Source: an optimization exercise on an open RTL-to-GDS flow (aim: small area). Production flows keep margins and buffers that such runs may drop.
RTL that was checked went through simulation tests only; none was proved equivalent to the original.
The RTL of runs 1 and 2 was laid out without a check of its function.
Power figures rest on the tool's default switching activity, not on a simulated workload.

==> run.sh <==
#!/bin/bash
# synth_recipe.tcl (not shown) runs the flow's synth.tcl, then flattens the netlist and writes it again
# the make line also repeats each setting of config.mk as NAME=value (left out here)
make -C /OpenROAD-flow-scripts/flow DESIGN_CONFIG=/design/flow/config.mk WORK_HOME=/design/flow/orfs CLKGATE_MAP_FILE= SYNTH_SCRIPT=/design/flow/synth_recipe.tcl finish
==> config.mk <==
export PLATFORM = sky130hd
export DESIGN_NAME = tpu_mac_core
export DESIGN_NICKNAME = tpu_mac_core
export VERILOG_FILES = /design/flow/design.v
export SDC_FILE = /design/flow/constraint.sdc
export NUM_CORES = 4
export LEC_CHECK = 0
export CAP_MARGIN = 0
export CORE_MARGIN = 2
export CORE_UTILIZATION = 60
export CTS_BUF_LIST = sky130_fd_sc_hd__clkbuf_4 sky130_fd_sc_hd__clkbuf_8
export SLEW_MARGIN = 0
==> constraint.sdc <==
create_clock -name core_clock -period 9.2 [get_ports {clk}]
set_input_delay 1.8400 -clock core_clock [delete_from_list [all_inputs] [get_ports {clk}]]
set_output_delay 1.8400 -clock core_clock [all_outputs]
set_load 0.01 [all_outputs]
==> design.v <==
package tpu_mac_pkg;
  localparam int BYTE_W     = 8;
  localparam int WORD_BYTES = 8;
  localparam int ELEM_W     = 16;
  localparam int WORD_W     = 64;
  localparam int CNT_W      = $clog2(WORD_BYTES);
  function automatic logic [ELEM_W-1:0] get_elem(input logic [WORD_W-1:0] word,
                                                 input int unsigned r,
                                                 input int unsigned c);
    get_elem = word[ELEM_W*(2*r+c) +: ELEM_W];
  endfunction
endpackage
module byte_word_assembler
(
  input  logic        clk,
  input  logic [7:0]  datos_in,
  input  logic        wr_strobe,
  input  logic [2:0]  byte_cnt,
  output logic [55:0] stg
);
  always_ff @(posedge clk) begin
    for (int i = 0; i < 7; i++) begin
      if (wr_strobe && byte_cnt == 3'(i))
        stg[8*i +: 8] <= datos_in;
    end
  end
endmodule
module tpu_mac16x8 (
  input  logic [15:0] a,
  input  logic [7:0] x,
  input  logic [15:0] c,
  output logic [15:0] r
);
  wire t1 = a[0] & x[0];
  wire t2 = a[1] & x[0];
  wire t3 = a[2] & x[0];
  wire t4 = a[3] & x[0];
  wire t5 = a[4] & x[0];
  wire t6 = a[5] & x[0];
  wire t7 = a[6] & x[0];
  wire t8 = a[7] & x[0];
  wire t9 = a[8] & x[0];
  wire t10 = a[9] & x[0];
  wire t11 = a[10] & x[0];
  wire t12 = a[11] & x[0];
  wire t13 = a[12] & x[0];
  wire t14 = a[13] & x[0];
  wire t15 = a[14] & x[0];
  wire t16 = a[15] & x[0];
  wire t17 = a[0] & x[1];
  wire t18 = a[1] & x[1];
  wire t19 = a[2] & x[1];
  wire t20 = a[3] & x[1];
  wire t21 = a[4] & x[1];
  wire t22 = a[5] & x[1];
  wire t23 = a[6] & x[1];
  wire t24 = a[7] & x[1];
  wire t25 = a[8] & x[1];
  wire t26 = a[9] & x[1];
  wire t27 = a[10] & x[1];
  wire t28 = a[11] & x[1];
  wire t29 = a[12] & x[1];
  wire t30 = a[13] & x[1];
  wire t31 = a[14] & x[1];
  wire t32 = a[0] & x[2];
  wire t33 = a[1] & x[2];
  wire t34 = a[2] & x[2];
  wire t35 = a[3] & x[2];
  wire t36 = a[4] & x[2];
  wire t37 = a[5] & x[2];
  wire t38 = a[6] & x[2];
  wire t39 = a[7] & x[2];
  wire t40 = a[8] & x[2];
  wire t41 = a[9] & x[2];
  wire t42 = a[10] & x[2];
  wire t43 = a[11] & x[2];
  wire t44 = a[12] & x[2];
  wire t45 = a[13] & x[2];
  wire t46 = a[0] & x[3];
  wire t47 = a[1] & x[3];
  wire t48 = a[2] & x[3];
  wire t49 = a[3] & x[3];
  wire t50 = a[4] & x[3];
  wire t51 = a[5] & x[3];
  wire t52 = a[6] & x[3];
  wire t53 = a[7] & x[3];
  wire t54 = a[8] & x[3];
  wire t55 = a[9] & x[3];
  wire t56 = a[10] & x[3];
  wire t57 = a[11] & x[3];
  wire t58 = a[12] & x[3];
  wire t59 = a[0] & x[4];
  wire t60 = a[1] & x[4];
  wire t61 = a[2] & x[4];
  wire t62 = a[3] & x[4];
  wire t63 = a[4] & x[4];
  wire t64 = a[5] & x[4];
  wire t65 = a[6] & x[4];
  wire t66 = a[7] & x[4];
  wire t67 = a[8] & x[4];
  wire t68 = a[9] & x[4];
  wire t69 = a[10] & x[4];
  wire t70 = a[11] & x[4];
  wire t71 = a[0] & x[5];
  wire t72 = a[1] & x[5];
  wire t73 = a[2] & x[5];
  wire t74 = a[3] & x[5];
  wire t75 = a[4] & x[5];
  wire t76 = a[5] & x[5];
  wire t77 = a[6] & x[5];
  wire t78 = a[7] & x[5];
  wire t79 = a[8] & x[5];
  wire t80 = a[9] & x[5];
  wire t81 = a[10] & x[5];
  wire t82 = a[0] & x[6];
  wire t83 = a[1] & x[6];
  wire t84 = a[2] & x[6];
  wire t85 = a[3] & x[6];
  wire t86 = a[4] & x[6];
  wire t87 = a[5] & x[6];
  wire t88 = a[6] & x[6];
  wire t89 = a[7] & x[6];
  wire t90 = a[8] & x[6];
  wire t91 = a[9] & x[6];
  wire t92 = a[0] & x[7];
  wire t93 = a[1] & x[7];
  wire t94 = a[2] & x[7];
  wire t95 = a[3] & x[7];
  wire t96 = a[4] & x[7];
  wire t97 = a[5] & x[7];
  wire t98 = a[6] & x[7];
  wire t99 = a[7] & x[7];
  wire t100 = a[8] & x[7];
  wire t101 = c[1] ^ t2;
  wire t102 = c[1] & t2;
  wire t103 = c[2] ^ t3 ^ t18;
  wire t104 = (c[2] & t3) | (t18 & (c[2] ^ t3));
  wire t105 = t32 ^ t102;
  wire t106 = t32 & t102;
  wire t107 = c[3] ^ t4 ^ t19;
  wire t108 = (c[3] & t4) | (t19 & (c[3] ^ t4));
  wire t109 = t33 ^ t46 ^ t104;
  wire t110 = (t33 & t46) | (t104 & (t33 ^ t46));
  wire t111 = t106 ^ t107;
  wire t112 = t106 & t107;
  wire t113 = c[4] ^ t5 ^ t20;
  wire t114 = (c[4] & t5) | (t20 & (c[4] ^ t5));
  wire t115 = t34 ^ t47 ^ t59;
  wire t116 = (t34 & t47) | (t59 & (t34 ^ t47));
  wire t117 = t108 ^ t113 ^ t115;
  wire t118 = (t108 & t113) | (t115 & (t108 ^ t113));
  wire t119 = t110 ^ t112;
  wire t120 = t110 & t112;
  wire t121 = c[5] ^ t6 ^ t21;
  wire t122 = (c[5] & t6) | (t21 & (c[5] ^ t6));
  wire t123 = t35 ^ t48 ^ t60;
  wire t124 = (t35 & t48) | (t60 & (t35 ^ t48));
  wire t125 = t71 ^ t114 ^ t116;
  wire t126 = (t71 & t114) | (t116 & (t71 ^ t114));
  wire t127 = t121 ^ t123 ^ t118;
  wire t128 = (t121 & t123) | (t118 & (t121 ^ t123));
  wire t129 = t125 ^ t120;
  wire t130 = t125 & t120;
  wire t131 = c[6] ^ t7 ^ t22;
  wire t132 = (c[6] & t7) | (t22 & (c[6] ^ t7));
  wire t133 = t36 ^ t49 ^ t61;
  wire t134 = (t36 & t49) | (t61 & (t36 ^ t49));
  wire t135 = t72 ^ t82 ^ t122;
  wire t136 = (t72 & t82) | (t122 & (t72 ^ t82));
  wire t137 = t124 ^ t131 ^ t133;
  wire t138 = (t124 & t131) | (t133 & (t124 ^ t131));
  wire t139 = t126 ^ t135 ^ t137;
  wire t140 = (t126 & t135) | (t137 & (t126 ^ t135));
  wire t141 = t130 ^ t128;
  wire t142 = t130 & t128;
  wire t143 = c[7] ^ t8 ^ t23;
  wire t144 = (c[7] & t8) | (t23 & (c[7] ^ t8));
  wire t145 = t37 ^ t50 ^ t62;
  wire t146 = (t37 & t50) | (t62 & (t37 ^ t50));
  wire t147 = t73 ^ t83 ^ t92;
  wire t148 = (t73 & t83) | (t92 & (t73 ^ t83));
  wire t149 = t132 ^ t134 ^ t143;
  wire t150 = (t132 & t134) | (t143 & (t132 ^ t134));
  wire t151 = t145 ^ t147 ^ t136;
  wire t152 = (t145 & t147) | (t136 & (t145 ^ t147));
  wire t153 = t138 ^ t149 ^ t151;
  wire t154 = (t138 & t149) | (t151 & (t138 ^ t149));
  wire t155 = t140 ^ t142;
  wire t156 = t140 & t142;
  wire t157 = c[8] ^ t9 ^ t24;
  wire t158 = (c[8] & t9) | (t24 & (c[8] ^ t9));
  wire t159 = t38 ^ t51 ^ t63;
  wire t160 = (t38 & t51) | (t63 & (t38 ^ t51));
  wire t161 = t74 ^ t84 ^ t93;
  wire t162 = (t74 & t84) | (t93 & (t74 ^ t84));
  wire t163 = t144 ^ t146 ^ t148;
  wire t164 = (t144 & t146) | (t148 & (t144 ^ t146));
  wire t165 = t157 ^ t159 ^ t161;
  wire t166 = (t157 & t159) | (t161 & (t157 ^ t159));
  wire t167 = t150 ^ t163 ^ t165;
  wire t168 = (t150 & t163) | (t165 & (t150 ^ t163));
  wire t169 = t152 ^ t167 ^ t154;
  wire t170 = (t152 & t167) | (t154 & (t152 ^ t167));
  wire t171 = c[9] ^ t10 ^ t25;
  wire t172 = (c[9] & t10) | (t25 & (c[9] ^ t10));
  wire t173 = t39 ^ t52 ^ t64;
  wire t174 = (t39 & t52) | (t64 & (t39 ^ t52));
  wire t175 = t75 ^ t85 ^ t94;
  wire t176 = (t75 & t85) | (t94 & (t75 ^ t85));
  wire t177 = t158 ^ t160 ^ t162;
  wire t178 = (t158 & t160) | (t162 & (t158 ^ t160));
  wire t179 = t171 ^ t173 ^ t175;
  wire t180 = (t171 & t173) | (t175 & (t171 ^ t173));
  wire t181 = t164 ^ t166 ^ t177;
  wire t182 = (t164 & t166) | (t177 & (t164 ^ t166));
  wire t183 = t179 ^ t168 ^ t181;
  wire t184 = (t179 & t168) | (t181 & (t179 ^ t168));
  wire t185 = c[10] ^ t11 ^ t26;
  wire t186 = (c[10] & t11) | (t26 & (c[10] ^ t11));
  wire t187 = t40 ^ t53 ^ t65;
  wire t188 = (t40 & t53) | (t65 & (t40 ^ t53));
  wire t189 = t76 ^ t86 ^ t95;
  wire t190 = (t76 & t86) | (t95 & (t76 ^ t86));
  wire t191 = t172 ^ t174 ^ t176;
  wire t192 = (t172 & t174) | (t176 & (t172 ^ t174));
  wire t193 = t185 ^ t187 ^ t189;
  wire t194 = (t185 & t187) | (t189 & (t185 ^ t187));
  wire t195 = t178 ^ t180 ^ t191;
  wire t196 = (t178 & t180) | (t191 & (t178 ^ t180));
  wire t197 = t193 ^ t182 ^ t195;
  wire t198 = (t193 & t182) | (t195 & (t193 ^ t182));
  wire t199 = c[11] ^ t12 ^ t27;
  wire t200 = (c[11] & t12) | (t27 & (c[11] ^ t12));
  wire t201 = t41 ^ t54 ^ t66;
  wire t202 = (t41 & t54) | (t66 & (t41 ^ t54));
  wire t203 = t77 ^ t87 ^ t96;
  wire t204 = (t77 & t87) | (t96 & (t77 ^ t87));
  wire t205 = t186 ^ t188 ^ t190;
  wire t206 = (t186 & t188) | (t190 & (t186 ^ t188));
  wire t207 = t199 ^ t201 ^ t203;
  wire t208 = (t199 & t201) | (t203 & (t199 ^ t201));
  wire t209 = t192 ^ t194 ^ t205;
  wire t210 = (t192 & t194) | (t205 & (t192 ^ t194));
  wire t211 = t207 ^ t196 ^ t209;
  wire t212 = (t207 & t196) | (t209 & (t207 ^ t196));
  wire t213 = c[12] ^ t13 ^ t28;
  wire t214 = (c[12] & t13) | (t28 & (c[12] ^ t13));
  wire t215 = t42 ^ t55 ^ t67;
  wire t216 = (t42 & t55) | (t67 & (t42 ^ t55));
  wire t217 = t78 ^ t88 ^ t97;
  wire t218 = (t78 & t88) | (t97 & (t78 ^ t88));
  wire t219 = t200 ^ t202 ^ t204;
  wire t220 = (t200 & t202) | (t204 & (t200 ^ t202));
  wire t221 = t213 ^ t215 ^ t217;
  wire t222 = (t213 & t215) | (t217 & (t213 ^ t215));
  wire t223 = t206 ^ t208 ^ t219;
  wire t224 = (t206 & t208) | (t219 & (t206 ^ t208));
  wire t225 = t221 ^ t210 ^ t223;
  wire t226 = (t221 & t210) | (t223 & (t221 ^ t210));
  wire t227 = c[13] ^ t14 ^ t29;
  wire t228 = (c[13] & t14) | (t29 & (c[13] ^ t14));
  wire t229 = t43 ^ t56 ^ t68;
  wire t230 = (t43 & t56) | (t68 & (t43 ^ t56));
  wire t231 = t79 ^ t89 ^ t98;
  wire t232 = (t79 & t89) | (t98 & (t79 ^ t89));
  wire t233 = t214 ^ t216 ^ t218;
  wire t234 = (t214 & t216) | (t218 & (t214 ^ t216));
  wire t235 = t227 ^ t229 ^ t231;
  wire t236 = (t227 & t229) | (t231 & (t227 ^ t229));
  wire t237 = t220 ^ t222 ^ t233;
  wire t238 = (t220 & t222) | (t233 & (t220 ^ t222));
  wire t239 = t235 ^ t224 ^ t237;
  wire t240 = (t235 & t224) | (t237 & (t235 ^ t224));
  wire t241 = c[14] ^ t15 ^ t30;
  wire t242 = (c[14] & t15) | (t30 & (c[14] ^ t15));
  wire t243 = t44 ^ t57 ^ t69;
  wire t244 = (t44 & t57) | (t69 & (t44 ^ t57));
  wire t245 = t80 ^ t90 ^ t99;
  wire t246 = (t80 & t90) | (t99 & (t80 ^ t90));
  wire t247 = t228 ^ t230 ^ t232;
  wire t248 = (t228 & t230) | (t232 & (t228 ^ t230));
  wire t249 = t241 ^ t243 ^ t245;
  wire t250 = (t241 & t243) | (t245 & (t241 ^ t243));
  wire t251 = t234 ^ t236 ^ t247;
  wire t252 = (t234 & t236) | (t247 & (t234 ^ t236));
  wire t253 = t249 ^ t238 ^ t251;
  wire t254 = (t249 & t238) | (t251 & (t249 ^ t238));
  wire t255 = c[15] ^ t16 ^ t31;
  wire t256 = t45 ^ t58 ^ t70;
  wire t257 = t81 ^ t91 ^ t100;
  wire t258 = t242 ^ t244 ^ t246;
  wire t259 = t255 ^ t256 ^ t257;
  wire t260 = t248 ^ t250 ^ t258;
  wire t261 = t259 ^ t252 ^ t260;
  wire t262 = t1 & c[0];
  wire t263 = t1 ^ c[0];
  wire t264 = t17 & t101;
  wire t265 = t17 ^ t101;
  wire t266 = t103 & t105;
  wire t267 = t103 ^ t105;
  wire t268 = t109 & t111;
  wire t269 = t109 ^ t111;
  wire t270 = t117 & t119;
  wire t271 = t117 ^ t119;
  wire t272 = t127 & t129;
  wire t273 = t127 ^ t129;
  wire t274 = t139 & t141;
  wire t275 = t139 ^ t141;
  wire t276 = t153 & t155;
  wire t277 = t153 ^ t155;
  wire t278 = t156 & t169;
  wire t279 = t156 ^ t169;
  wire t280 = t170 & t183;
  wire t281 = t170 ^ t183;
  wire t282 = t184 & t197;
  wire t283 = t184 ^ t197;
  wire t284 = t198 & t211;
  wire t285 = t198 ^ t211;
  wire t286 = t212 & t225;
  wire t287 = t212 ^ t225;
  wire t288 = t226 & t239;
  wire t289 = t226 ^ t239;
  wire t290 = t240 & t253;
  wire t291 = t240 ^ t253;
  wire t292 = t254 & t261;
  wire t293 = t254 ^ t261;
  wire t294 = t264 | (t265 & t262);
  wire t295 = t265 & t263;
  wire t296 = t268 | (t269 & t266);
  wire t297 = t269 & t267;
  wire t298 = t272 | (t273 & t270);
  wire t299 = t273 & t271;
  wire t300 = t276 | (t277 & t274);
  wire t301 = t277 & t275;
  wire t302 = t280 | (t281 & t278);
  wire t303 = t281 & t279;
  wire t304 = t284 | (t285 & t282);
  wire t305 = t285 & t283;
  wire t306 = t288 | (t289 & t286);
  wire t307 = t289 & t287;
  wire t308 = t292 | (t293 & t290);
  wire t309 = t293 & t291;
  wire t310 = t296 | (t297 & t294);
  wire t311 = t297 & t295;
  wire t312 = t300 | (t301 & t298);
  wire t313 = t301 & t299;
  wire t314 = t304 | (t305 & t302);
  wire t315 = t305 & t303;
  wire t316 = t308 | (t309 & t306);
  wire t317 = t309 & t307;
  wire t318 = t312 | (t313 & t310);
  wire t319 = t313 & t311;
  wire t320 = t316 | (t317 & t314);
  wire t321 = t317 & t315;
  wire t322 = t320 | (t321 & t318);
  wire t323 = t321 & t319;
  wire t324 = t314 | (t315 & t318);
  wire t325 = t315 & t319;
  wire t326 = t298 | (t299 & t310);
  wire t327 = t299 & t311;
  wire t328 = t302 | (t303 & t318);
  wire t329 = t303 & t319;
  wire t330 = t306 | (t307 & t324);
  wire t331 = t307 & t325;
  wire t332 = t266 | (t267 & t294);
  wire t333 = t267 & t295;
  wire t334 = t270 | (t271 & t310);
  wire t335 = t271 & t311;
  wire t336 = t274 | (t275 & t326);
  wire t337 = t275 & t327;
  wire t338 = t278 | (t279 & t318);
  wire t339 = t279 & t319;
  wire t340 = t282 | (t283 & t328);
  wire t341 = t283 & t329;
  wire t342 = t286 | (t287 & t324);
  wire t343 = t287 & t325;
  wire t344 = t290 | (t291 & t330);
  wire t345 = t291 & t331;
  wire t346 = t265 ^ t262;
  wire t347 = t267 ^ t294;
  wire t348 = t269 ^ t332;
  wire t349 = t271 ^ t310;
  wire t350 = t273 ^ t334;
  wire t351 = t275 ^ t326;
  wire t352 = t277 ^ t336;
  wire t353 = t279 ^ t318;
  wire t354 = t281 ^ t338;
  wire t355 = t283 ^ t328;
  wire t356 = t285 ^ t340;
  wire t357 = t287 ^ t324;
  wire t358 = t289 ^ t342;
  wire t359 = t291 ^ t330;
  wire t360 = t293 ^ t344;
  assign r[0] = t263;
  assign r[1] = t346;
  assign r[2] = t347;
  assign r[3] = t348;
  assign r[4] = t349;
  assign r[5] = t350;
  assign r[6] = t351;
  assign r[7] = t352;
  assign r[8] = t353;
  assign r[9] = t354;
  assign r[10] = t355;
  assign r[11] = t356;
  assign r[12] = t357;
  assign r[13] = t358;
  assign r[14] = t359;
  assign r[15] = t360;
endmodule
module tpu_sqx (
  input  logic [7:0] y,
  input  logic [7:0] z,
  input  logic sh,
  input  logic [15:0] c,
  output logic [15:0] r
);
  wire t1 = !sh & y[0];
  wire t2 = !sh & (y[0] & y[1]);
  wire t3 = !sh & y[1];
  wire t4 = !sh & (y[0] & y[2]);
  wire t5 = !sh & (y[0] & y[3]);
  wire t6 = !sh & (y[1] & y[2]);
  wire t7 = !sh & y[2];
  wire t8 = !sh & (y[0] & y[4]);
  wire t9 = !sh & (y[1] & y[3]);
  wire t10 = !sh & (y[0] & y[5]);
  wire t11 = !sh & (y[1] & y[4]);
  wire t12 = !sh & (y[2] & y[3]);
  wire t13 = !sh & y[3];
  wire t14 = !sh & (y[0] & y[6]);
  wire t15 = !sh & (y[1] & y[5]);
  wire t16 = !sh & (y[2] & y[4]);
  wire t17 = !sh & (y[0] & y[7]);
  wire t18 = !sh & (y[1] & y[6]);
  wire t19 = !sh & (y[2] & y[5]);
  wire t20 = !sh & (y[3] & y[4]);
  wire t21 = !sh & y[4];
  wire t22 = sh ? (y[0] & z[0]) : (y[1] & y[7]);
  wire t23 = !sh & (y[2] & y[6]);
  wire t24 = !sh & (y[3] & y[5]);
  wire t25 = sh ? (y[0] & z[1]) : (y[2] & y[7]);
  wire t26 = sh ? (y[1] & z[0]) : (y[3] & y[6]);
  wire t27 = !sh & (y[4] & y[5]);
  wire t28 = !sh & y[5];
  wire t29 = sh ? (y[0] & z[2]) : (y[3] & y[7]);
  wire t30 = sh ? (y[1] & z[1]) : (y[4] & y[6]);
  wire t31 = sh & (y[2] & z[0]);
  wire t32 = sh ? (y[0] & z[3]) : (y[4] & y[7]);
  wire t33 = sh ? (y[1] & z[2]) : (y[5] & y[6]);
  wire t34 = sh ? (y[2] & z[1]) : y[6];
  wire t35 = sh & (y[3] & z[0]);
  wire t36 = sh ? (y[0] & z[4]) : (y[5] & y[7]);
  wire t37 = sh & (y[1] & z[3]);
  wire t38 = sh & (y[2] & z[2]);
  wire t39 = sh & (y[3] & z[1]);
  wire t40 = sh & (y[4] & z[0]);
  wire t41 = sh ? (y[0] & z[5]) : (y[6] & y[7]);
  wire t42 = sh ? (y[1] & z[4]) : y[7];
  wire t43 = sh & (y[2] & z[3]);
  wire t44 = sh & (y[3] & z[2]);
  wire t45 = sh & (y[4] & z[1]);
  wire t46 = sh & (y[5] & z[0]);
  wire t47 = sh & (y[0] & z[6]);
  wire t48 = sh & (y[1] & z[5]);
  wire t49 = sh & (y[2] & z[4]);
  wire t50 = sh & (y[3] & z[3]);
  wire t51 = sh & (y[4] & z[2]);
  wire t52 = sh & (y[5] & z[1]);
  wire t53 = sh & (y[6] & z[0]);
  wire t54 = c[2] ^ t2;
  wire t55 = c[2] & t2;
  wire t56 = c[3] ^ t4;
  wire t57 = c[3] & t4;
  wire t58 = c[4] ^ t5 ^ t6;
  wire t59 = (c[4] & t5) | (t6 & (c[4] ^ t5));
  wire t60 = t7 ^ t57;
  wire t61 = t7 & t57;
  wire t62 = c[5] ^ t8 ^ t9;
  wire t63 = (c[5] & t8) | (t9 & (c[5] ^ t8));
  wire t64 = t59 ^ t61;
  wire t65 = t59 & t61;
  wire t66 = c[6] ^ t10 ^ t11;
  wire t67 = (c[6] & t10) | (t11 & (c[6] ^ t10));
  wire t68 = t12 ^ t13 ^ t63;
  wire t69 = (t12 & t13) | (t63 & (t12 ^ t13));
  wire t70 = t66 ^ t65;
  wire t71 = t66 & t65;
  wire t72 = c[7] ^ t14 ^ t15;
  wire t73 = (c[7] & t14) | (t15 & (c[7] ^ t14));
  wire t74 = t16 ^ t67 ^ t72;
  wire t75 = (t16 & t67) | (t72 & (t16 ^ t67));
  wire t76 = t69 ^ t71;
  wire t77 = t69 & t71;
  wire t78 = c[8] ^ t17 ^ t18;
  wire t79 = (c[8] & t17) | (t18 & (c[8] ^ t17));
  wire t80 = t19 ^ t20 ^ t21;
  wire t81 = (t19 & t20) | (t21 & (t19 ^ t20));
  wire t82 = t73 ^ t78 ^ t80;
  wire t83 = (t73 & t78) | (t80 & (t73 ^ t78));
  wire t84 = t75 ^ t82;
  wire t85 = t75 & t82;
  wire t86 = c[9] ^ t22 ^ t23;
  wire t87 = (c[9] & t22) | (t23 & (c[9] ^ t22));
  wire t88 = t24 ^ t79 ^ t81;
  wire t89 = (t24 & t79) | (t81 & (t24 ^ t79));
  wire t90 = t86 ^ t83 ^ t88;
  wire t91 = (t86 & t83) | (t88 & (t86 ^ t83));
  wire t92 = c[10] ^ t25 ^ t26;
  wire t93 = (c[10] & t25) | (t26 & (c[10] ^ t25));
  wire t94 = t27 ^ t28 ^ t87;
  wire t95 = (t27 & t28) | (t87 & (t27 ^ t28));
  wire t96 = t92 ^ t89 ^ t94;
  wire t97 = (t92 & t89) | (t94 & (t92 ^ t89));
  wire t98 = c[11] ^ t29 ^ t30;
  wire t99 = (c[11] & t29) | (t30 & (c[11] ^ t29));
  wire t100 = t31 ^ t93 ^ t98;
  wire t101 = (t31 & t93) | (t98 & (t31 ^ t93));
  wire t102 = t95 ^ t100;
  wire t103 = t95 & t100;
  wire t104 = c[12] ^ t32 ^ t33;
  wire t105 = (c[12] & t32) | (t33 & (c[12] ^ t32));
  wire t106 = t34 ^ t35 ^ t99;
  wire t107 = (t34 & t35) | (t99 & (t34 ^ t35));
  wire t108 = t104 ^ t101 ^ t106;
  wire t109 = (t104 & t101) | (t106 & (t104 ^ t101));
  wire t110 = c[13] ^ t36 ^ t37;
  wire t111 = (c[13] & t36) | (t37 & (c[13] ^ t36));
  wire t112 = t38 ^ t39 ^ t40;
  wire t113 = (t38 & t39) | (t40 & (t38 ^ t39));
  wire t114 = t105 ^ t110 ^ t112;
  wire t115 = (t105 & t110) | (t112 & (t105 ^ t110));
  wire t116 = t107 ^ t114;
  wire t117 = t107 & t114;
  wire t118 = c[14] ^ t41 ^ t42;
  wire t119 = (c[14] & t41) | (t42 & (c[14] ^ t41));
  wire t120 = t43 ^ t44 ^ t45;
  wire t121 = (t43 & t44) | (t45 & (t43 ^ t44));
  wire t122 = t46 ^ t111 ^ t113;
  wire t123 = (t46 & t111) | (t113 & (t46 ^ t111));
  wire t124 = t118 ^ t120 ^ t115;
  wire t125 = (t118 & t120) | (t115 & (t118 ^ t120));
  wire t126 = t122 ^ t117;
  wire t127 = t122 & t117;
  wire t128 = c[15] ^ t47 ^ t48;
  wire t129 = t49 ^ t50 ^ t51;
  wire t130 = t52 ^ t53 ^ t119;
  wire t131 = t121 ^ t128 ^ t129;
  wire t132 = t123 ^ t130 ^ t131;
  wire t133 = t125 ^ t127;
  wire t134 = t1 & c[0];
  wire t135 = t1 ^ c[0];
  wire t136 = t3 & t54;
  wire t137 = t3 ^ t54;
  wire t138 = t55 & t56;
  wire t139 = t55 ^ t56;
  wire t140 = t58 & t60;
  wire t141 = t58 ^ t60;
  wire t142 = t62 & t64;
  wire t143 = t62 ^ t64;
  wire t144 = t68 & t70;
  wire t145 = t68 ^ t70;
  wire t146 = t74 & t76;
  wire t147 = t74 ^ t76;
  wire t148 = t77 & t84;
  wire t149 = t77 ^ t84;
  wire t150 = t85 & t90;
  wire t151 = t85 ^ t90;
  wire t152 = t91 & t96;
  wire t153 = t91 ^ t96;
  wire t154 = t97 & t102;
  wire t155 = t97 ^ t102;
  wire t156 = t103 & t108;
  wire t157 = t103 ^ t108;
  wire t158 = t109 & t116;
  wire t159 = t109 ^ t116;
  wire t160 = t124 & t126;
  wire t161 = t124 ^ t126;
  wire t162 = t132 & t133;
  wire t163 = t132 ^ t133;
  wire t164 = 1'b0 | (c[1] & t134);
  wire t165 = c[1] & t135;
  wire t166 = t138 | (t139 & t136);
  wire t167 = t139 & t137;
  wire t168 = t142 | (t143 & t140);
  wire t169 = t143 & t141;
  wire t170 = t146 | (t147 & t144);
  wire t171 = t147 & t145;
  wire t172 = t150 | (t151 & t148);
  wire t173 = t151 & t149;
  wire t174 = t154 | (t155 & t152);
  wire t175 = t155 & t153;
  wire t176 = t158 | (t159 & t156);
  wire t177 = t159 & t157;
  wire t178 = t162 | (t163 & t160);
  wire t179 = t163 & t161;
  wire t180 = t166 | (t167 & t164);
  wire t181 = t167 & t165;
  wire t182 = t170 | (t171 & t168);
  wire t183 = t171 & t169;
  wire t184 = t174 | (t175 & t172);
  wire t185 = t175 & t173;
  wire t186 = t178 | (t179 & t176);
  wire t187 = t179 & t177;
  wire t188 = t182 | (t183 & t180);
  wire t189 = t183 & t181;
  wire t190 = t186 | (t187 & t184);
  wire t191 = t187 & t185;
  wire t192 = t190 | (t191 & t188);
  wire t193 = t191 & t189;
  wire t194 = t184 | (t185 & t188);
  wire t195 = t185 & t189;
  wire t196 = t168 | (t169 & t180);
  wire t197 = t169 & t181;
  wire t198 = t172 | (t173 & t188);
  wire t199 = t173 & t189;
  wire t200 = t176 | (t177 & t194);
  wire t201 = t177 & t195;
  wire t202 = t136 | (t137 & t164);
  wire t203 = t137 & t165;
  wire t204 = t140 | (t141 & t180);
  wire t205 = t141 & t181;
  wire t206 = t144 | (t145 & t196);
  wire t207 = t145 & t197;
  wire t208 = t148 | (t149 & t188);
  wire t209 = t149 & t189;
  wire t210 = t152 | (t153 & t198);
  wire t211 = t153 & t199;
  wire t212 = t156 | (t157 & t194);
  wire t213 = t157 & t195;
  wire t214 = t160 | (t161 & t200);
  wire t215 = t161 & t201;
  wire t216 = c[1] ^ t134;
  wire t217 = t137 ^ t164;
  wire t218 = t139 ^ t202;
  wire t219 = t141 ^ t180;
  wire t220 = t143 ^ t204;
  wire t221 = t145 ^ t196;
  wire t222 = t147 ^ t206;
  wire t223 = t149 ^ t188;
  wire t224 = t151 ^ t208;
  wire t225 = t153 ^ t198;
  wire t226 = t155 ^ t210;
  wire t227 = t157 ^ t194;
  wire t228 = t159 ^ t212;
  wire t229 = t161 ^ t200;
  wire t230 = t163 ^ t214;
  assign r[0] = t135;
  assign r[1] = t216;
  assign r[2] = t217;
  assign r[3] = t218;
  assign r[4] = t219;
  assign r[5] = t220;
  assign r[6] = t221;
  assign r[7] = t222;
  assign r[8] = t223;
  assign r[9] = t224;
  assign r[10] = t225;
  assign r[11] = t226;
  assign r[12] = t227;
  assign r[13] = t228;
  assign r[14] = t229;
  assign r[15] = t230;
endmodule
module tpu_add16 (
  input  logic [15:0] a,
  input  logic [15:0] b,
  output logic [15:0] s
);
  wire t1 = a[0] ^ b[0];
  wire t2 = a[0] & b[0];
  wire t3 = a[1] ^ b[1] ^ t2;
  wire t4 = (a[1] & b[1]) | (t2 & (a[1] ^ b[1]));
  wire t5 = a[2] ^ b[2] ^ t4;
  wire t6 = (a[2] & b[2]) | (t4 & (a[2] ^ b[2]));
  wire t7 = a[3] ^ b[3] ^ t6;
  wire t8 = (a[3] & b[3]) | (t6 & (a[3] ^ b[3]));
  wire t9 = a[4] ^ b[4] ^ t8;
  wire t10 = (a[4] & b[4]) | (t8 & (a[4] ^ b[4]));
  wire t11 = a[5] ^ b[5] ^ t10;
  wire t12 = (a[5] & b[5]) | (t10 & (a[5] ^ b[5]));
  wire t13 = a[6] ^ b[6] ^ t12;
  wire t14 = (a[6] & b[6]) | (t12 & (a[6] ^ b[6]));
  wire t15 = a[7] ^ b[7] ^ t14;
  wire t16 = (a[7] & b[7]) | (t14 & (a[7] ^ b[7]));
  wire t17 = a[8] ^ b[8] ^ t16;
  wire t18 = (a[8] & b[8]) | (t16 & (a[8] ^ b[8]));
  wire t19 = a[9] ^ b[9] ^ t18;
  wire t20 = (a[9] & b[9]) | (t18 & (a[9] ^ b[9]));
  wire t21 = a[10] ^ b[10] ^ t20;
  wire t22 = (a[10] & b[10]) | (t20 & (a[10] ^ b[10]));
  wire t23 = a[11] ^ b[11] ^ t22;
  wire t24 = (a[11] & b[11]) | (t22 & (a[11] ^ b[11]));
  wire t25 = a[12] ^ b[12] ^ t24;
  wire t26 = (a[12] & b[12]) | (t24 & (a[12] ^ b[12]));
  wire t27 = a[13] ^ b[13] ^ t26;
  wire t28 = (a[13] & b[13]) | (t26 & (a[13] ^ b[13]));
  wire t29 = a[14] ^ b[14] ^ t28;
  wire t30 = (a[14] & b[14]) | (t28 & (a[14] ^ b[14]));
  wire t31 = a[15] ^ b[15] ^ t30;
  assign s[0] = t1;
  assign s[1] = t3;
  assign s[2] = t5;
  assign s[3] = t7;
  assign s[4] = t9;
  assign s[5] = t11;
  assign s[6] = t13;
  assign s[7] = t15;
  assign s[8] = t17;
  assign s[9] = t19;
  assign s[10] = t21;
  assign s[11] = t23;
  assign s[12] = t25;
  assign s[13] = t27;
  assign s[14] = t29;
  assign s[15] = t31;
endmodule
module tpu_mac_core
(
  input  logic              clk,
  input  logic              rst,
  input  logic [tpu_mac_pkg::BYTE_W-1:0] datos_in,
  input  logic              ena_write,
  input  logic              enable_accu,
  input  logic              clear,
  output logic [tpu_mac_pkg::WORD_W-1:0] matrix_a,
  output logic [tpu_mac_pkg::WORD_W-1:0] matrix_b,
  output logic [tpu_mac_pkg::WORD_W-1:0] product,
  output logic [tpu_mac_pkg::WORD_W-1:0] acc_out,
  output logic              word_done,
  output logic              a_loaded
);
  logic wr_d, acc_d, beta;
  logic wr_strobe, acc_strobe;
  logic [2:0] byte_cnt, j;
  logic [2:0] cnt_d;    
  logic [55:0] stg;
  assign wr_strobe  = ena_write & ~wr_d;
  assign acc_strobe = enable_accu & ~acc_d;
  always_ff @(posedge clk) begin
    if (!rst) begin
      wr_d     <= 1'b0;
      acc_d    <= 1'b0;
      beta     <= 1'b0;
      byte_cnt <= '0;
      cnt_d    <= '0;
    end else begin
      cnt_d    <= byte_cnt;
      wr_d     <= ena_write;
      acc_d    <= enable_accu;
      beta     <= wr_strobe;
      if (wr_strobe) byte_cnt <= byte_cnt + 1'b1;
    end
  end
  byte_word_assembler u_asm (
    .clk       (clk),
    .datos_in  (datos_in),
    .wr_strobe (wr_strobe),
    .byte_cnt  (byte_cnt),
    .stg       (stg)
  );
  assign j = cnt_d;
  wire last_a = wr_strobe & (byte_cnt == 3'd7);    
  wire last_b = beta & (byte_cnt == 3'd0);          
  always_ff @(posedge clk) begin
    if (!rst) begin
      matrix_b  <= '0;
      word_done <= 1'b0;
    end else begin
      word_done <= last_a;
      if (last_a) matrix_b <= {datos_in, stg};
    end
  end
  always_ff @(posedge clk) begin
    if (!rst) begin
      matrix_a <= '0;
      a_loaded <= 1'b0;
    end else if (word_done) begin
      if (!a_loaded) begin
        matrix_a <= matrix_b;
        a_loaded <= 1'b1;
      end else begin
        a_loaded <= 1'b0;
      end
    end
  end
  wire [15:0] a00 = matrix_a[15:0],  a01 = matrix_a[31:16];
  wire [15:0] a10 = matrix_a[47:32], a11 = matrix_a[63:48];
  wire [15:0] w00 = stg[15:0], w01 = stg[31:16], w10 = stg[47:32];
  wire [7:0]  s0 = stg[7:0], s1 = stg[15:8], s6 = stg[55:48];
  logic [7:0] x_d;
  always_ff @(posedge clk) x_d <= datos_in;
  wire [7:0] x = beta ? x_d : datos_in;
  logic [15:0] lin00, lin01, lin10, lin11;
  logic [15:0] q00, q01, q10, q11;
  logic [15:0] p00, p01, p10, p11;
  logic [15:0] a0, a1, acc0, acc1;
  always_comb begin
    if (beta) begin
      a0   = j[2] ? w01 : w00;
      a1   = j[1] ? w10 : w00;
      acc0 = (j == 3'd2 || j == 3'd4) ? 16'd0 : (j == 3'd5) ? q00 : q01;
      acc1 = (j == 3'd4) ? 16'd0 : q10;
    end else begin
      a0   = j[2] ? a01 : a00;
      a1   = j[2] ? a11 : a10;
      acc0 = (!j[0] && !j[2]) ? 16'd0 : j[1] ? lin01 : lin00;
      acc1 = (!j[0] && !j[2]) ? 16'd0 : j[1] ? lin11 : lin10;
    end
  end
  wire [15:0] a0s = j[0] ? {a0[7:0], 8'h00} : a0;
  wire [15:0] a1s = j[0] ? {a1[7:0], 8'h00} : a1;
  logic [15:0] r0, r1;
  tpu_mac16x8 u_l0 (.a(a0s), .x(x), .c(acc0), .r(r0));
  tpu_mac16x8 u_l1 (.a(a1s), .x(x), .c(acc1), .r(r1));
  wire [7:0]  y2 = beta ? (j[0] ? s1 : s0) : datos_in;
  wire [7:0]  z2 = beta ? s0 : s6;
  wire [15:0] acc2 = (!beta && j[0]) ? q11 : q00;
  logic [15:0] r2;
  tpu_sqx u_l2 (.y(y2), .z(z2), .sh(j[0]), .c(acc2), .r(r2));
  always_ff @(posedge clk) begin
    if (wr_strobe) begin
      if (!byte_cnt[1]) begin
        lin00 <= r0;
        lin10 <= r1;
      end else begin
        lin01 <= r0;
        lin11 <= r1;
      end
      if (byte_cnt[2] && byte_cnt[1]) q11 <= r2;
    end
    if (beta) begin
      if (j[2] && !j[1]) q00 <= r0;
      else if (j[1]) q01 <= r0;
      if (j[2]) q10 <= r1;
      if (j == 3'd6) q00 <= r2;
    end
  end
  always_ff @(posedge clk) begin
    if (!rst) begin
      p00 <= '0;
      p01 <= '0;
      p10 <= '0;
      p11 <= '0;
    end else if (last_a) begin
      p00 <= lin00;
      p01 <= r0;
      p10 <= lin10;
      p11 <= r1;
    end else if (last_b && !a_loaded) begin
      p00 <= r2;
      p01 <= r0;
      p10 <= r1;
      p11 <= q11;
    end
  end
  assign product = {p11, p10, p01, p00};
  logic [63:0] acc_sum;
  for (genvar e = 0; e < 4; e++) begin : g_acc
    tpu_add16 u_add (.a(acc_out[16*e +: 16]), .b(product[16*e +: 16] & {16{acc_strobe}}),
                     .s(acc_sum[16*e +: 16]));
  end
  always_ff @(posedge clk) begin
    if (!rst) begin
      acc_out <= '0;
    end else if (clear) begin
      acc_out <= '0;
    end else begin
      acc_out <= acc_sum;
    end
  end
endmodule
==> implementation parameters, run 1 <==
Parameter                              Value

Outcome
  Result of the run ... finished clean

Pwr
  Share of power burned in combinational logic ... 24.5%
  Leakage Power ... 13.3 nW
  Internal Power ... 3.98 mW
  Net Sw Power ... 1.81 mW
  Power Total ... 5.79 mW
  Switching share of power ... 31.2%
  Clock share of power ... 34.1%
  Pwr dens ... 177 mW/mm²
  Sequential cell fraction of total power ... 41.4%
  IR Drop Worst-Case VDD ... 0.123 mV

Clocking
  TritonCTS clock tree ... yes
  H-tree depth ... 3
  Clock-pin transition on the worst setup and hold timing paths ... 0.06 ns
  Clock Sink Count ... 459
  Total setup buffers inserted after CTS ... 0
  Maximum clock path buffer count ... 3
  PostCTS Resize Cnt ... 0
  Insertion delay to the later sink of the worst-skew pair ... 0.69 ns
  Total CTS buffers ... 78
  Total of hold buffers inserted after clock tree synthesis ... 0
  Clock Root Buffer ... clkbuf_8

Hold path
  Hold path startpoint ... lin00[8]
  HP Class ... flip-flop to flip-flop
  Hold Crit Depth ... 2
  Hold worst-path end ... p00[8]

Cells and area
  Most frequent standard cell in the layout excluding fill and tap cells ... nand2_1
  Fillers ... 3,404
  Filler-free cell count of the finished design ... 3,562
  Highest-count cells in the layout ignoring fill and taps ... 500 x nand2_1, 271 x dfxtp_1, 269 x clkdlybuf4s50_1
  Total number of nets in the final design ... 3,230
  Share of final-layout standard cells stronger than drive strength 1 ... 9.72%
  Diode insertion count for antenna repair ... 0
  Area growth from synthesis to final layout ... 18.1%

Timing
  Number of hold violations in the final report ... 0
  Final count of negative-setup-slack endpoints ... 0
  Setup TNS ... 0 ns
  Minimum setup slack in the final design ... 1.00 ns
  Fraction of the cycle the final worst path needs ... 89.1%
  Final critical path time including I/O delays and setup ... 8.20 ns
  Max transition margin ... 26.6%
  Clock Skew ... 0.0429 ns
  Transition time of the tightest slew-check pin ... 1.10 ns
  Worst-case hold slack ... 0.479 ns
  Maximum operating frequency ... 122 MHz
  Pins over their slew limit ... 0
  Unrepaired setup endpoints after global routing ... no

Die
  CORE AREA ... 0.0454 mm²
  Die Span X ... 219 µm
  Count of boundary I/O pins ... 271
  Height of the chip ... 219 µm
  Die outline area ... 0.0478 mm²
  Cell row count ... 78
  Starting density of the core ... 60.9%

Critical path
  Category of the most critical setup path ... primary input to flip-flop
  Cells along the critical path ... clkdlybuf4s50_1 -> nor2b_4 -> and2_1 -> ha_1 -> inv_1 -> fa_1 -> inv_1 -> fa_1 -> fa_1 -> fa_1 -> fa_1 -> fa_1 -> fa_1 -> fa_1 -> fa_1 -> fa_1 -> fa_1 -> fa_1 -> fa_1 -> fa_1 -> xor2_1 -> and3_1 -> nor3_1
  Highest net fanout along the worst path ... 25
  Top cell by count, worst path ... fa_1
  Startpoint of the worst-slack reg-to-reg timing path ... cnt_d[0]
  Highest-delay cell along the critical path ... clkdlybuf4s50_1
  Worst Setup End Kind ... flip-flop
  Critical path data required time ... 9.77 ns
  Reg2reg end ... p11[15]
  Worst R2R Path Depth ... 24
  Worst reg2reg setup slack ... 1.50 ns
  Data arrival time of the critical path ... 8.76 ns
  Largest stage delay, worst path ... 0.43 ns
  Startpoint type of the worst setup path ... primary input

Yosys
  Post-synthesis sequential area ratio ... 39.9%
  Cells after synthesis ... 2,632
  Largest cells by area after synthesis ... edfxtp_1 20%, dfxtp_1 20%, fa_1 18%
  Async set-or-reset flop fraction in the synthesized netlist ... 0%
  Count of cell types in the netlist ... 64
  Fraction of post-synthesis cell area in the top cell type by area ... 20.0%
  Synthesized area per cell ... 10.5 µm²
  Cell taking the most area after synthesis ... edfxtp_1
  Ys flop type ... dfxtp_1
  Post-synth net total ... 2,965
  Post-synthesis register bit count ... 459
  Synthesized area ... 0.0276 mm²
  Number of warning messages in the yosys log ... 2
  Count of flip-flops with a built-in enable after synthesis ... 184

Drt
  Detailed router's first-iteration violation count ... 1,795
  Final routed wire length divided by cell count ... 23.1 µm
  DRT Pass-1 Iters ... 5
  Via count ... 20,900
  Post-detailed-route DRC marker count ... 0
  ANT nets after route ... 0
  Wire length reported by the detailed router ... 82.3 mm
  Via/cell ratio ... 5.88

Global route
  Global-route usage over all layers ... 35.3%
  Number of antenna violations at the first check in global routing ... 2
  Global-route wire length before repair ... 126 mm
  Pin count of the biggest net entering global routing ... 95
  Number of global-route vias before repair ... 21,300
  Total congestion overflow after global routing ... 0

Placement
  Placed cells ... 3,417
  Dpl hpwl ... 60.7 mm
  Number of I/O port buffers ... 270
  Worst setup slack after placement ... 0.356 ns
  Global placer's final weighted congestion ... 0.924

Job
  Max Cap Viol ... 0
==> cell families after synthesis <==
family / after synthesis / synth area share [%]
adders and majority gates: 320 / 21.2
AOI/OAI and AO/OA: 377 / 9.89
buffers and inverters: 355 / 5.26
muxes: 151 / 6.88
xor gates and xnor gates: 65 / 2.24
DFF: 459 / 39.9
and+or+nand+nor: 905 / 14.6
==> critical path, delay by kind of cell <==
kind | cells | cell delay (ns)
XOR/XNOR | 1 | 0.18
adder cells (fa/ha/maj) | 15 | 5.49
buffers and inverters | 3 | 0.54
AND/OR/NAND/NOR | 4 | 0.71
==> per-layer routing <==
metal	vias up	GRT usage [%]	wire (µm)
met2	1018	56.0	38500
met3	246	6.32	6510
met1	10400	47.1	33200
li1	9243	-	-
met5	-	0	0
met4	0	17.3	4100
==> area by class of cell <==
cell class                 count  area (µm²)  share of cell area (%)
clock buffer                 128        1550                    4.75
inverter                     213         800                    2.45
multi-input combinational   1818       15200                    46.6
timing repair buffer         327        3140                    9.63
sequential                   459       11000                    33.8
tap                          600         751                    2.30
clock inverter                17         148                   0.453
==> worst max path at each step <==
| stage | from | to | slack, ns | depth (start not counted) |
|---|---|---|---|---|
| 6_report | enable_accu | acc_out[47] | 1.00 | 23 |
| 5_1_grt | enable_accu | acc_out[47] | 0.80 | 23 |
| 4_1_cts | enable_accu | acc_out[47] | 1.03 | 23 |
| 3_5_place_dp | enable_accu | acc_out[47] | 0.36 | 23 |
| 3_3_place_gp | enable_accu | acc_out[47] | 0.51 | 23 |
| 2_1_floorplan | enable_accu | acc_out[15] | 0.86 | 24 |
==> power by group through the flow <==
stage | clock (mW) | sequential (mW) | combinational [mW]
floorplan | 0 | 2.40 | 0.945
CTS | 2.00 | 2.40 | 1.41
finish | 1.97 | 2.40 | 1.42
detailed placement | 0 | 2.44 | 1.41
global route | 2.09 | 2.41 | 1.56
global placement | 0 | 2.44 | 1.36
==> cell usage after synthesis, types with 49 or more instances <==
library cell / count
a21boi_0: 152
and2_1: 146
clkbuf_1: 98
dfxtp_1: 275
edfxtp_1: 184
fa_1: 246
ha_1: 74
inv_1: 212
mux2i_1: 99
nand2_1: 501
nor2_1: 134
xnor2_1: 49
==> per-stage QoR <==
stage | area, µm² | utilization [%]
after floorplan | 27600 | -
after global placement | 30900 | 68.1
after detailed placement | 30900 | 68.1
after CTS | 32600 | 71.9
after global routing | 32600 | 71.9
final | 32600 | 71.9
==> state kept, by name (all words and copies together) (netlist names), 16 cells and up <==
register   cells
u_asm.stg     56
lin11         16
q10           16
p11           16
q01           16
p10           16
lin00         16
lin10         16
acc_out       64
q00           16
p01           16
matrix_a      64
p00           16
q11           16
matrix_b      64
lin01         16
==> run 2: changes to the inputs <==
==> flow/run.sh (new file) <==
#!/bin/bash
# Layout flow: the standard ORFS flow, except that the port buffers that
# global placement inserts on every input and output use the smallest buffer cell.
set -euo pipefail
export BUFFER_PORTS_ARGS="-buffer_cell sky130_fd_sc_hd__buf_1"
bash standard.sh > standard_flow.log 2>&1
==> standard.sh (new file) <==
#!/bin/bash
# synth_recipe.tcl (not shown) runs the flow's synth.tcl, then flattens the netlist and writes it again
# the make line also repeats each setting of config.mk as NAME=value (left out here)
make -C /OpenROAD-flow-scripts/flow DESIGN_CONFIG=/design/flow/config.mk WORK_HOME=/design/flow/orfs CLKGATE_MAP_FILE= SYNTH_SCRIPT=/design/flow/synth_recipe.tcl "${@:-finish}"
removed: run.sh
==> run 2 against run 1 <==
Compared with the run above:
- sequential power about the same
- still clean on timing, DRC and antenna
- critical path type unchanged
- sequential cell count unchanged
- die area did not move
- worst hold slack improved by 0.0060 ns
- first-iteration DRC count decreased by 5.3%
- highest routed layer unchanged
- critical endpoint is now acc_out[63]
- wire length down 0.10%
- synthesized cell count did not move
- worst setup slack improved by 0.37 ns
==> implementation parameters, run 2 <==
Parameter                              Value

Critical path
  Reg2reg end ... lin01[15]
  Number of gates on the worst path with buffers counted ... 23
  Critical path data required time ... 9.78 ns
  Startpoint of the worst-slack reg-to-reg timing path ... cnt_d[2]
  Data arrival time of the critical path ... 8.41 ns
  Startpoint type of the worst setup path ... primary input
  Highest net fanout along the worst path ... 24
  Largest stage delay, worst path ... 0.42 ns
  Highest-delay cell along the critical path ... fa_1
  Setup crit start ... enable_accu
  Worst Setup End Kind ... flip-flop
  Cell class contributing the biggest share of worst-path delay ... adder cells
  CP Capture Point ... acc_out[63]
  Worst R2R Path Depth ... 26
  Buffers plus inverters on the worst setup path ... 3
  Worst reg2reg setup slack ... 1.43 ns
  Top cell by count, worst path ... fa_1
  Category of the most critical setup path ... primary input to flip-flop
  Cells along the critical path ... buf_1 -> nor2b_4 -> and2_1 -> ha_1 -> inv_1 -> fa_1 -> inv_1 -> fa_1 -> fa_1 -> fa_1 -> fa_1 -> fa_1 -> fa_1 -> fa_1 -> fa_1 -> fa_1 -> fa_1 -> fa_1 -> fa_1 -> fa_1 -> xor2_1 -> and3_1 -> nor3_1

Clocking
  Insertion delay to the later sink of the worst-skew pair ... 0.67 ns
  H-tree depth ... 3
  Clock Sink Count ... 459
  PostCTS Resize Cnt ... 0
  Total CTS buffers ... 78
  Maximum clock path buffer count ... 3
  Clock Root Buffer ... clkbuf_8
  Total of hold buffers inserted after clock tree synthesis ... 0
  Total setup buffers inserted after CTS ... 0
  TritonCTS clock tree ... yes
  Clock-pin transition on the worst setup and hold timing paths ... 0.06 ns

Timing
  Number of hold violations in the final report ... 0
  Fraction of the cycle the final worst path needs ... 85.0%
  Unrepaired setup endpoints after global routing ... no
  Setup TNS ... 0 ns
  Final count of negative-setup-slack endpoints ... 0
  Final critical path time including I/O delays and setup ... 7.82 ns
  Max transition margin ... 27.6%
  Transition time of the tightest slew-check pin ... 1.08 ns
  Clock Skew ... 0.0347 ns
  Pins over their slew limit ... 0
  Maximum operating frequency ... 128 MHz

Global route
  Total congestion overflow after global routing ... 0
  Number of global-route vias before repair ... 20,600
  Pin count of the biggest net entering global routing ... 114
  Global-route wire length before repair ... 124 mm
  Number of antenna violations at the first check in global routing ... 2
  Global-route usage over all layers ... 35.1%

Yosys
  Synthesized area per cell ... 10.5 µm²
  Largest cells by area after synthesis ... edfxtp_1 20%, dfxtp_1 20%, fa_1 18%
  Post-synthesis register bit count ... 459
  Count of flip-flops with a built-in enable after synthesis ... 184
  Post-synthesis sequential area ratio ... 39.9%
  Count of cell types in the netlist ... 64
  Async set-or-reset flop fraction in the synthesized netlist ... 0%
  Cells after synthesis ... 2,632
  Post-synth net total ... 2,965
  Fraction of post-synthesis cell area in the top cell type by area ... 20.0%
  Number of warning messages in the yosys log ... 2
  Top-count cell post-synth ... nand2_1
  Ys flop type ... dfxtp_1
  Cell taking the most area after synthesis ... edfxtp_1
  Top post-synthesis cells by count ... 501 x nand2_1, 275 x dfxtp_1, 246 x fa_1
  Synthesized area ... 0.0276 mm²

Cells and area
  Diode insertion count for antenna repair ... 0
  Share of final-layout standard cells stronger than drive strength 1 ... 9.44%
  Sequential cell area in the final layout ... 0.0110 mm²
  Most frequent standard cell in the layout excluding fill and tap cells ... nand2_1
  Highest-count cells in the layout ignoring fill and taps ... 500 x nand2_1, 271 x dfxtp_1, 269 x buf_1
  Fillers ... 3,727
  Total number of nets in the final design ... 3,226
  Area growth from synthesis to final layout ... 11.9%
  Leading registers by flop count ... acc_out: 64 flops, matrix_a: 64 flops, matrix_b: 64 flops
  Multi-input logic area ... 0.0152 mm²
  Utilization after layout ... 68.1%

Drt
  Met3 layer wire length in the routed design ... 5.76 mm
  Routed metal-1 wirelength ... 33.6 mm
  Post-detailed-route DRC marker count ... 0
  DRT Pass-1 Iters ... 8
  Via/cell ratio ... 5.86
  Detailed router's first-iteration violation count ... 1,700
  Wire length reported by the detailed router ... 82.2 mm
  Routed wl met2 ... 39.0 mm
  Via count ... 20,800
  ANT nets after route ... 0
  Uppermost layer routed ... met4
  Final routed wire length divided by cell count ... 23.1 µm

Pwr
  Sequential cell fraction of total power ... 41.6%
  Share of power burned in combinational logic ... 24.1%
  Leakage Power ... 12.7 nW
  Switching share of power ... 31.4%
  Power Total ... 5.77 mW
  Internal Power ... 3.96 mW
  IR Drop Worst-Case VDD ... 0.137 mV
  Net Sw Power ... 1.82 mW
  Clock share of power ... 34.4%
  Pwr dens ... 187 mW/mm²

Hold path
  HP Class ... flip-flop to flip-flop

Die
  Die outline area ... 0.0478 mm²
  Cell row count ... 78
  Count of boundary I/O pins ... 271
  Starting density of the core ... 60.9%
  Die Span X ... 219 µm
  CORE AREA ... 0.0454 mm²
  Height of the chip ... 219 µm

Placement
  Global placer's final weighted congestion ... 0.931
  Dpl hpwl ... 60.7 mm
  Number of I/O port buffers ... 270

Outcome
  Result of the run ... finished clean

Job
  Max Cap Viol ... 0
run 2: changes by cell type in the layout (fill, tap and decap cells not counted), sizes merged:
cell,delta
clkbuf,+2
clkinv,-3
clkdlybuf4s50,-269
clkinvlp,-2
buf,+264
run 2: metrics by stage:
step | std cells | area [µm²] | setup slack (ns) | hold WS (ns)
after floorplan | 2632 | 27600 | 0.865 | 0.441
after global placement | 3413 | 29200 | 0.850 | 0.463
after detailed placement | 3413 | 29200 | 0.674 | 0.468
after CTS | 3554 | 30900 | 1.36 | 0.487
after global routing | 3554 | 30900 | 0.916 | 0.503
final | 3554 | 30900 | 1.38 | 0.485
run 2: logic make-up (layout without fill, tap and decap cells):
kind of cell | count (synthesis) | count (layout) | synth area share [%]
XOR/XNOR | 65 | 65 | 2.24
AND/OR/NAND/NOR | 905 | 905 | 14.6
flip-flops | 459 | 459 | 39.9
AO/OA/AOI/OAI | 377 | 377 | 9.89
multiplexers | 151 | 151 | 6.88
adder cells (fa/ha/maj) | 320 | 320 | 21.2
buffers and inverters | 355 | 677 | 5.26
run 2: worst min path at each step:
stage | start | to | slack [ns] | cells after the start
after floorplan | wr_d | beta | 0.44 | 1
after global placement | matrix_b[27] | matrix_a[27] | 0.46 | 2
after global routing | matrix_b[0] | matrix_b[0] | 0.50 | 2
after detailed placement | lin00[8] | p00[8] | 0.47 | 2
after CTS | lin00[8] | p00[8] | 0.49 | 2
final | matrix_a[40] | matrix_a[40] | 0.48 | 2
run 2: final cells by class:
cell class | instances | share of cell area, %
clock inverters | 12 | 0.377
repair buffers | 323 | 4.62
multi-input cells | 1818 | 49.2
clock buffers | 129 | 5.10
flip-flops and latches | 459 | 35.7
inverters | 213 | 2.59
well taps | 600 | 2.43
run 2: per-layer routing:
metal,vias to the layer above,track usage [%]
met5,-,0
li1,9223,-
met3,169,5.61
met1,10500,46.8
met4,0,16.8
met2,908,56.2
run 2: power by group through the flow:
stage          Combinational, mW  Sequential [mW]  Clock [mW]
2_1_floorplan              0.945             2.40           0
3_3_place_gp                1.33             2.44           0
3_5_place_dp                1.38             2.44           0
6_report                    1.39             2.40        1.98
5_1_grt                     1.52             2.41        2.09
4_1_cts                     1.39             2.40        2.00
run 2: tightest hold or removal path: cells and delay by family (launching register included):
family	cells	cell delay, ns
AO/OA/AOI/OAI	1	0.07
flip-flops	1	0.32
AND/OR/NAND/NOR	1	0.05
==> run 3: changes to the inputs <==
--- a/design.v
+++ b/design.v
@@ -790,5 +790,16 @@
   wire [7:0]  s0 = stg[7:0], s1 = stg[15:8], s6 = stg[55:48];
-  logic [7:0] x_d;
-  always_ff @(posedge clk) x_d <= datos_in;
-  wire [7:0] x = beta ? x_d : datos_in;
+  logic [7:0] xs;    
+  always_comb begin
+    case (j)
+      3'd0: xs = stg[7:0];
+      3'd1: xs = stg[15:8];
+      3'd2: xs = stg[23:16];
+      3'd3: xs = stg[31:24];
+      3'd4: xs = stg[39:32];
+      3'd5: xs = stg[47:40];
+      3'd6: xs = stg[55:48];
+      default: xs = matrix_b[63:56];
+    endcase
+  end
+  wire [7:0] x = beta ? xs : datos_in;
   logic [15:0] lin00, lin01, lin10, lin11;
@@ -859,4 +870,3 @@
   for (genvar e = 0; e < 4; e++) begin : g_acc
-    tpu_add16 u_add (.a(acc_out[16*e +: 16]), .b(product[16*e +: 16] & {16{acc_strobe}}),
-                     .s(acc_sum[16*e +: 16]));
+    tpu_add16 u_add (.a(acc_out[16*e +: 16]), .b(product[16*e +: 16]), .s(acc_sum[16*e +: 16]));
   end
@@ -867,3 +877,3 @@
       acc_out <= '0;
-    end else begin
+    end else if (acc_strobe) begin
       acc_out <= acc_sum;
==> run.sh (new file) <==
#!/bin/bash
# synth_recipe.tcl (not shown) runs the flow's synth.tcl, then flattens the netlist and writes it again
# the make line also repeats each setting of config.mk as NAME=value (left out here)
make -C /OpenROAD-flow-scripts/flow DESIGN_CONFIG=/design/flow/config.mk WORK_HOME=/design/flow/orfs CLKGATE_MAP_FILE= SYNTH_SCRIPT=/design/flow/synth_recipe.tcl finish
--- a/config.mk
+++ b/config.mk
@@ -7,6 +7,5 @@
 export LEC_CHECK = 0
-export CAP_MARGIN = 0
+export CAP_MARGIN = 20
 export CORE_MARGIN = 2
-export CORE_UTILIZATION = 60
-export CTS_BUF_LIST = sky130_fd_sc_hd__clkbuf_4 sky130_fd_sc_hd__clkbuf_8
-export SLEW_MARGIN = 0
+export CORE_UTILIZATION = 40
+export SLEW_MARGIN = 20
removed: flow/run.sh
removed: standard.sh
==> run 3 against run 2 <==
Compared with the run above:
- fmax is 5.0% lower
- sequential power hardly changed
- critical path type unchanged
- clock power hardly changed
- core utilization is 20 points lower
==> implementation parameters, run 3 <==
Parameter                              Value

Drt
  DRT Pass-1 Iters ... 6
  Detailed router's first-iteration violation count ... 1,800
  Final routed wire length divided by cell count ... 22.5 µm
  Wire length reported by the detailed router ... 88.6 mm
  Post-detailed-route DRC marker count ... 0
  ANT nets after route ... 0
  Via/cell ratio ... 5.34
  Via count ... 21,000

Critical path
  Worst Setup End Kind ... flip-flop
  Cell class contributing the biggest share of worst-path delay ... adder cells
  Setup crit start ... datos_in[3]
  Highest-delay cell along the critical path ... clkdlybuf4s50_1
  Top cell by count, worst path ... xnor2_1
  Startpoint of the worst-slack reg-to-reg timing path ... cnt_d[0]
  Data arrival time of the critical path ... 8.55 ns
  Critical path data required time ... 9.51 ns
  Largest stage delay, worst path ... 0.59 ns
  Buffers plus inverters on the worst setup path ... 3
  Cells along the critical path ... clkdlybuf4s50_1 -> nor2b_1 -> or2_2 -> nand2_1 -> fa_1 -> fa_1 -> fa_1 -> fa_1 -> inv_1 -> ha_1 -> o21ai_0 -> a21oi_1 -> o41ai_1 -> o21ai_0 -> fa_1 -> xnor2_1 -> xnor2_1 -> xnor2_1 -> xnor2_1 -> xnor2_1 -> xnor2_1 -> xnor2_1 -> xnor2_1 -> inv_1
  Worst reg2reg setup slack ... 1.25 ns
  Category of the most critical setup path ... primary input to flip-flop
  Reg2reg end ... q00[15]
  Worst R2R Path Depth ... 25
  Highest net fanout along the worst path ... 14
  Startpoint type of the worst setup path ... primary input

Placement
  Placed cells ... 3,848
  Global placer's final weighted congestion ... 0.947
  Dpl hpwl ... 67.6 mm
  Number of I/O port buffers ... 270

Pwr
  Pwr dens ... 176 mW/mm²
  IR Drop Worst-Case VDD ... 0.123 mV
  Leakage Power ... 12.8 nW

Global route
  Global-route usage over all layers ... 24.8%
  Number of antenna violations at the first check in global routing ... 0
  Total congestion overflow after global routing ... 0
  Global-route wire length before repair ... 134 mm
  Pin count of the biggest net entering global routing ... 123
  Number of global-route vias before repair ... 21,300

Clocking
  Maximum clock path buffer count ... 3
  Clock Root Buffer ... clkbuf_16
  TritonCTS clock tree ... yes
  Total of hold buffers inserted after clock tree synthesis ... 0
  H-tree depth ... 2
  Total setup buffers inserted after CTS ... 0
  Total CTS buffers ... 48
  Insertion delay to the later sink of the worst-skew pair ... 0.61 ns
  PostCTS Resize Cnt ... 0
  Clock Sink Count ... 451
  Clock-pin transition on the worst setup and hold timing paths ... 0.06 ns

Yosys
  Post-synthesis sequential area ratio ... 39.0%
  Top-count cell post-synth ... nand2_1
  Async set-or-reset flop fraction in the synthesized netlist ... 0%
  Synthesized area per cell ... 10.1 µm²
  Fraction of post-synthesis cell area in the top cell type by area ... 19.8%
  Number of warning messages in the yosys log ... 2
  Count of cell types in the netlist ... 64
  Synthesized area ... 0.0279 mm²
  Top post-synthesis cells by count ... 563 x nand2_1, 267 x dfxtp_1, 246 x fa_1
  Post-synth net total ... 3,081
  Ys flop type ... dfxtp_1
  Cells after synthesis ... 2,748
  Post-synthesis register bit count ... 451
  Count of flip-flops with a built-in enable after synthesis ... 184
  Largest cells by area after synthesis ... edfxtp_1 20%, dfxtp_1 19%, fa_1 18%
  Cell taking the most area after synthesis ... edfxtp_1

Cells and area
  Area growth from synthesis to final layout ... 18.8%
  Share of final-layout standard cells stronger than drive strength 1 ... 7.78%
  Leading registers by flop count ... acc_out: 64 flops, matrix_a: 64 flops, matrix_b: 64 flops
  Highest-count cells in the layout ignoring fill and taps ... 562 x nand2_1, 269 x clkdlybuf4s50_1, 263 x dfxtp_1
  Diode insertion count for antenna repair ... 0
  Total number of nets in the final design ... 3,300
  Filler-free cell count of the finished design ... 3,938
  Most frequent standard cell in the layout excluding fill and tap cells ... nand2_1

Hold path
  Hold worst-path end ... beta
  HP Class ... flip-flop to flip-flop
  Hold path startpoint ... wr_d
  Hold Crit Depth ... 1

Die
  Starting density of the core ... 40.5%
  Count of boundary I/O pins ... 271
  Die Span X ... 268 µm
  Height of the chip ... 268 µm
  Die outline area ... 0.0718 mm²
  Cell row count ... 96
  CORE AREA ... 0.0688 mm²

Timing
  Pins over their slew limit ... 0
  Final count of negative-setup-slack endpoints ... 0
  Final critical path time including I/O delays and setup ... 8.24 ns
  Transition time of the tightest slew-check pin ... 1.16 ns
  Maximum operating frequency ... 121 MHz
  Clock Skew ... 0.0379 ns
  Unrepaired setup endpoints after global routing ... no
  Max transition margin ... 22.2%
  Fraction of the cycle the final worst path needs ... 89.6%
  Number of hold violations in the final report ... 0
  Setup TNS ... 0 ns

Job
  Max Cap Viol ... 0

Outcome
  Result of the run ... finished clean
-- run 3: cell count changes after synthesis, moves of 13 or more --
cell	previous run	this run
nand2b_1	15	45
inv_1	212	232
clkbuf_1	98	111
a22o_1	17	1
nor2_1	134	175
and2_1	146	13
nand2_1	501	563
a21oi_1	43	103
-- run 3: power breakdown --
part | internal [mW] | switching (mW) | leakage, nW
combinational | 0.565 | 0.933 | 8.18
clock | 1.11 | 0.841 | 0.767
sequential | 2.28 | 0.0950 | 3.85
-- run 3: logic make-up (layout without fill, tap and decap cells) --
group	count (synthesis)	count (layout)	share of synthesized area, %
xor gates and xnor gates	62	62	2.20
and+or+nand+nor	905	905	13.6
buffers and inverters	391	650	5.62
muxes	166	166	7.47
DFF	451	451	39.0
adders and majority gates	320	320	21.0
AOI/OAI and AO/OA	453	453	11.1
-- run 3: how the worst max path moves through the flow --
stage	endpoint	slack, ns	cells after the start
finish	lin10[15]	0.96	24
global route	lin10[15]	0.41	24
CTS	lin10[15]	1.0	24
detailed placement	lin11[15]	0.40	24
global placement	lin10[15]	0.47	24
floorplan	q00[15]	1.35	22
-- run 3: stage by stage --
stage / hold slack, ns / setup WS [ns] / area [µm²] / util [%] / power [mW]
floorplan: 0.441 / 1.35 / 27900 / - / 3.34
CTS: 0.479 / 0.997 / 33100 / 48.1 / 5.85
global route: 0.508 / 0.412 / 33100 / 48.1 / 6.09
detailed placement: 0.465 / 0.398 / 31500 / 45.8 / 3.91
finish: 0.476 / 0.960 / 33100 / 48.1 / 5.82
global placement: 0.462 / 0.473 / 31500 / 45.8 / 3.87
-- run 3: final cells by class --
cell class | count | area, µm²
Multi-Input combinational cell | 1906 | 15500
Inverter | 233 | 875
Fill cell | 6382 | 35700
Tap cell | 931 | 1160
Clock inverter | 28 | 292
Sequential cell | 451 | 10900
Timing Repair Buffer | 327 | 3130
Clock buffer | 62 | 1280
-- run 3: routing by layer --
layer / GRT usage (%) / wire [µm]
met5: 0 / 0
met4: 6.82 / 2420
met3: 3.72 / 5730
met2: 40.4 / 41700
met1: 34.5 / 38700

[what the ideal ports hide]
The flow's constraints put no driver on any port. The routed layouts listed below were extracted and timed again, unchanged, in two steps. Step 1 assumes that a clkbuf_16 drives the clock port and a buf_2 every other input. Step 2 moves the port delays by t, midway between the first and last clock arrival at a register: inputs arrive t later, outputs are due t later. That takes back most of the time a late clock gives input paths. a / b / c = ideal / step 1 / step 2; a / b = the first two.
run | shift t [ns] | setup WS [ns] | hold WS [ns] | latest minus earliest clock arrival (ns)
run 1 | 0.724 | 1.002 / 1.037 / 0.312 | 0.479 / 0.479 / 0.479 | 0.047 / 0.047
run 2 | 0.712 | 1.376 / 1.413 / 0.701 | 0.485 / 0.485 / 0.485 | 0.035 / 0.035
run 3 | 0.653 | 0.960 / 1.002 / 0.349 | 0.476 / 0.476 / 0.476 | 0.037 / 0.038
After both steps every run listed still meets setup and hold. The setup slack of run 1, which loses most, moves by +0.035 ns with the drivers and by -0.690 ns with both steps.
